This is an optimization exercise on Yosys and OpenROAD, whose aim is small area and a short achievable clock period, not a production implementation. Where RTL was checked, it was by simulation tests only, not by an equivalence proof against the original. Power is estimated from default activity; no workload was simulated.

// ram_s1p1c_arb
module ram_s1p1c_arb #(
    parameter  int NUM_REQ    = 4,
    parameter  int WORD_WIDTH = 8,
    parameter  int WORD_COUNT = 256,
    localparam int ADDR_WIDTH = $clog2(WORD_COUNT),
    localparam int ID_WIDTH   = ram_arb_pkg::calc_id_width(NUM_REQ)
) (
    input  logic                                 clk_i,
    input  logic                                 rstn_i,
    input  logic [NUM_REQ-1:0]                   req_valid_i,
    output logic [NUM_REQ-1:0]                   req_ready_o,
    input  logic [NUM_REQ-1:0]                   req_we_i,
    input  logic [NUM_REQ-1:0]                   req_lock_i,
    input  logic [NUM_REQ-1:0][ADDR_WIDTH-1:0]   req_addr_i,
    input  logic [NUM_REQ-1:0][WORD_WIDTH-1:0]   req_data_i,
    output logic [NUM_REQ-1:0]                   rsp_valid_o,
    output logic [ID_WIDTH-1:0]                  rsp_id_o,
    output logic [WORD_WIDTH-1:0]                rsp_data_o
);
    localparam int CB   = ADDR_WIDTH / 2;
    localparam int RB   = ADDR_WIDTH - CB;
    localparam int NCOL = 1 << CB;
    localparam int NROW = 1 << RB;
    logic [NUM_REQ-1:0][NUM_REQ-1:0] blk_q, blk_d;
    logic [NUM_REQ-1:0]    ptr_q;
    logic [NUM_REQ-1:0]    term, term_c, term_w, gnt, gnt_rd;
    logic [NUM_REQ-1:0]    ptr_d, own_d;
    logic                  lock_d;
    logic [NUM_REQ-1:0]                   rd_q;
    logic [ID_WIDTH-1:0]                  rd_id_q, rd_id_d;
    logic [WORD_WIDTH-1:0][NROW/4-1:0]    rgrp_q;
    logic [ID_WIDTH-1:0]                  id_hold_q, id_hold_d, id_hm_q;
    logic [WORD_WIDTH-1:0]                data_hold_q, data_hold_d, data_hm_q;
    logic                                 rd_vld_d;
    logic [NROW-1:0]       x_rd [NUM_REQ];
    logic [NROW-1:0]       x_we [NUM_REQ];
    logic [NCOL-1:0]       x_col [NUM_REQ];
    logic [WORD_WIDTH-1:0] x_dat [NUM_REQ];
    logic [NROW-1:0]       row_rd, row_we;
    logic [NCOL-1:0]       col;
    logic [WORD_WIDTH-1:0] wdata;
  ...
For scale: about 96 I/O pins, roughly 0.080 mm^2 of cells after synthesis.
Settings: LEC_CHECK=0, CAP_MARGIN=20, CORE_MARGIN=2, CORE_UTILIZATION=60, CTS_CLUSTER_DIAMETER=100, CTS_CLUSTER_SIZE=26, PLACE_DENSITY=0.7, SETUP_SLACK_MARGIN=2.0, SLEW_MARGIN=20, SYNTH_HIERARCHICAL=1; clock period 5.0 ns.
standard.sh (not shown) runs the stock make flow with config.mk's settings and CLKGATE_MAP_FILE= SYNTH_SCRIPT=/design/flow/synth_recipe.tcl, a recipe that flattens the netlist after the stock synthesis.
==> flow/flow/run.sh <==
#!/bin/bash
# Layout flow: the standard flow, with port buffers of a fixed cell type and with
# resizing free to change a cell's footprint.
export BUFFER_PORTS_ARGS="-buffer_cell sky130_fd_sc_hd__buf_4"
bash standard.sh MATCH_CELL_FOOTPRINT=0 finish > standard.log 2>&1
The first run passed the timing, DRC and antenna checks.
Rerun with:
Settings changed: CORE_UTILIZATION 60 to 70, PLACE_DENSITY 0.7 to 0.78.
- register-to-register slack barely changes
- count of clock-buffer cells in the layout came out higher by 3
- power is about the same
- critical path depth came out higher by 2
- worst setup slack is worse by 37 ps
- via count came out higher slightly
- synthesized cell count stays the same
- die area came out lower by about a fifth
No functional check of the RTL was part of any run of this note.

========
Setup of rev 12:
ram_s1p1c_arb, a different RTL version from the one above (not shown whole).
Size: ~4600 cells after synthesis, roughly 2200 flip-flops, ~0.080 mm² of cells after synthesis.
clock: 5.0 ns
lec_check: 0
cap_margin: 20
core_margin: 2
core_utilization: 60
cts_cluster_diameter: 100
cts_cluster_size: 26
place_density: 0.85
setup_slack_margin: 2.25
slew_margin: 20
synth_hierarchical: 1
Scripts as last shown in full above: flow/flow/run.sh
diff inputs: rev 12 => rev 13
- PLACE_DENSITY changed from 0.85 to 0.7
### Flow results
- Rev 13 against rev 12: register share of the cell area roughly the same; share of total power in sequential cells held; wire length after detailed routing now sits higher.
- Rev 13 vs rev 12, capture point of the critical path: rgrp_q[23] vs rsp_data_o[1]
- Every stage of the flow completed for rev 13, and the final layout passed the timing, DRC and antenna checks.
No functional check of the RTL was part of any run of this note.

========
ram_s1p1c_arb, a different RTL version from the one above (not shown whole).
For scale: about 2200 flip-flops, about 96 I/O pins.
clock: 5.0 ns
lec_check: 0
cap_margin: 20
core_margin: 2
core_utilization: 76
cts_cluster_diameter: 100
cts_cluster_size: 26
place_density: 0.85
setup_slack_margin: 2.25
slew_margin: 20
synth_hierarchical: 1
Scripts as last shown in full above: flow/flow/run.sh
Then changed:
- CORE_UTILIZATION: 76 -> 60
- SETUP_SLACK_MARGIN: 2.25 -> 2.3
The new run produced a clean layout.
Clock-buffer cell count goes down by 10.
Final area grows by 0.63%.
Clock power came out lower by about 0.6%.
Wire length drops by 5.2%.
Die area grows by 26%.
Final cell count rises by 6.1%.
Worst setup slack gets better by 0.081 ns.
Hold slack is worse by 0.013 ns.
Sequential share of layout area came out lower by 0.43 points.
Then changed:
- PLACE_DENSITY: 0.85 -> 0.7
- SETUP_SLACK_MARGIN: 2.3 -> 2.25
- worst hold slack hardly moves
- routed wire length decreases by a few percent
- worst setup slack is better by 0.020 ns
- cell count decreases slightly
- via count decreases by a few percent

========
Setup of build 15:
ram_s1p1c_arb again, from the RTL that the note above started with.
clock: 5.0 ns
lec_check: 0
cap_margin: 20
core_margin: 2
core_utilization: 68
cts_cluster_diameter: 100
cts_cluster_size: 26
place_density: 0.85
setup_slack_margin: 2.25
slew_margin: 20
synth_hierarchical: 1
Scripts as last shown in full above: flow/flow/run.sh
Build 15 finished end to end and its layout was clean on timing, DRC and antenna.
Input changes introduced in build 43 (baseline for comparison: build 15):
Settings: CORE_UTILIZATION now 60, was 68.
Results
Build 43 finished every step from synthesis to the final layout, and the layout passed the timing, DRC and antenna checks.
Build 15: PASS, flow complete, no timing, DRC or antenna violations
Diff build 15 -> build 43: final core utilization shrank by 8.3 points, power density over cell area shrank by 3.0 nW/µm², met2 global-route usage shrank by 7.5 points, clock group share of total power shrank by 0.2 points, critical path depth shrank by 4.
The final standard cell area without fillers number comes out lower for build 15 vs build 43.
Changes observed in build 43 relative to build 15: wire length lower; area growth from synthesis to final layout increased 0.91 points.
> inputs changed (build 43 -> build 63)
==> flow/flow/run.sh <==
#!/bin/bash
# Layout flow: the standard flow, with port buffers of a fixed cell type, resizing free
# to change a cell's footprint, and clock tree synthesis without dummy loads.
export BUFFER_PORTS_ARGS="-buffer_cell sky130_fd_sc_hd__buf_4"
bash standard.sh MATCH_CELL_FOOTPRINT=0 \
  "CTS_ARGS=-sink_clustering_enable -repair_clock_nets -sink_clustering_size 26 -sink_clustering_max_diameter 100 -dont_use_dummy_load" \
  finish > standard.log 2>&1
### Flow results
Side by side, post-synthesis to final-layout area growth turned out lower in build 63 than in build 43. Build 63 reached the final stage; the timing, DRC and antenna checks on its layout passed. Summary of build 63 over build 43: number of setup violations in the final report saw little to no change; global routing usage summed across all routing layers saw an increase; net count of the finished layout saw little to no change. On met3 usage, the lower figure sits with build 63, not build 43. Going from build 43 to build 63, sequential share of power has increased, total wire length climbed about 1.2%. Compared with build 43, in build 63 combinational power picked up an extra about 2%, synthesized flop and latch total was more or less identical.

static timing again, ports no longer ideal:
The results above use ideal ports. As a check the final layouts listed here were re-extracted and re-timed, cells and wires unchanged. Step 1 sets driving cells, clkbuf_16 on the clock port and buf_2 on the other inputs (assumed; they add their load-dependent delay and slew). Step 2, shift: input delay + t, output delay - t, t = (earliest + latest rising clock arrival at the registers) / 2. This alone moves slack from input paths to output paths. Slacks: ideal ports / drivers / drivers and shift; pairs: ideal ports / drivers.
run	t, ns	setup slack, ns	worst register clock-pin slew, ns
the first run of note 1	0.810	1.922 / 1.739 / 1.106	0.11 / 0.11
the second run of note 1	0.809	1.885 / 1.798 / 1.083	0.11 / 0.11
rev 12	0.834	2.032 / 1.732 / 1.367	0.11 / 0.11
rev 13	0.809	2.099 / 1.929 / 1.157	0.11 / 0.11
the first run of note 3	0.823	2.040 / 1.924 / 1.250	0.11 / 0.11
the second run of note 3	0.829	2.122 / 2.021 / 1.414	0.11 / 0.11
the third run of note 3	0.839	2.142 / 2.061 / 1.291	0.11 / 0.11
build 15	0.796	2.115 / 2.064 / 1.350	0.10 / 0.10
build 43	0.825	2.131 / 2.044 / 1.381	0.10 / 0.10
build 63	0.819	2.126 / 2.038 / 1.383	0.10 / 0.10
After both steps every run listed still meets setup and hold. The setup slack of rev 13, which loses most, moves by -0.170 ns with the drivers and by -0.942 ns with both steps.
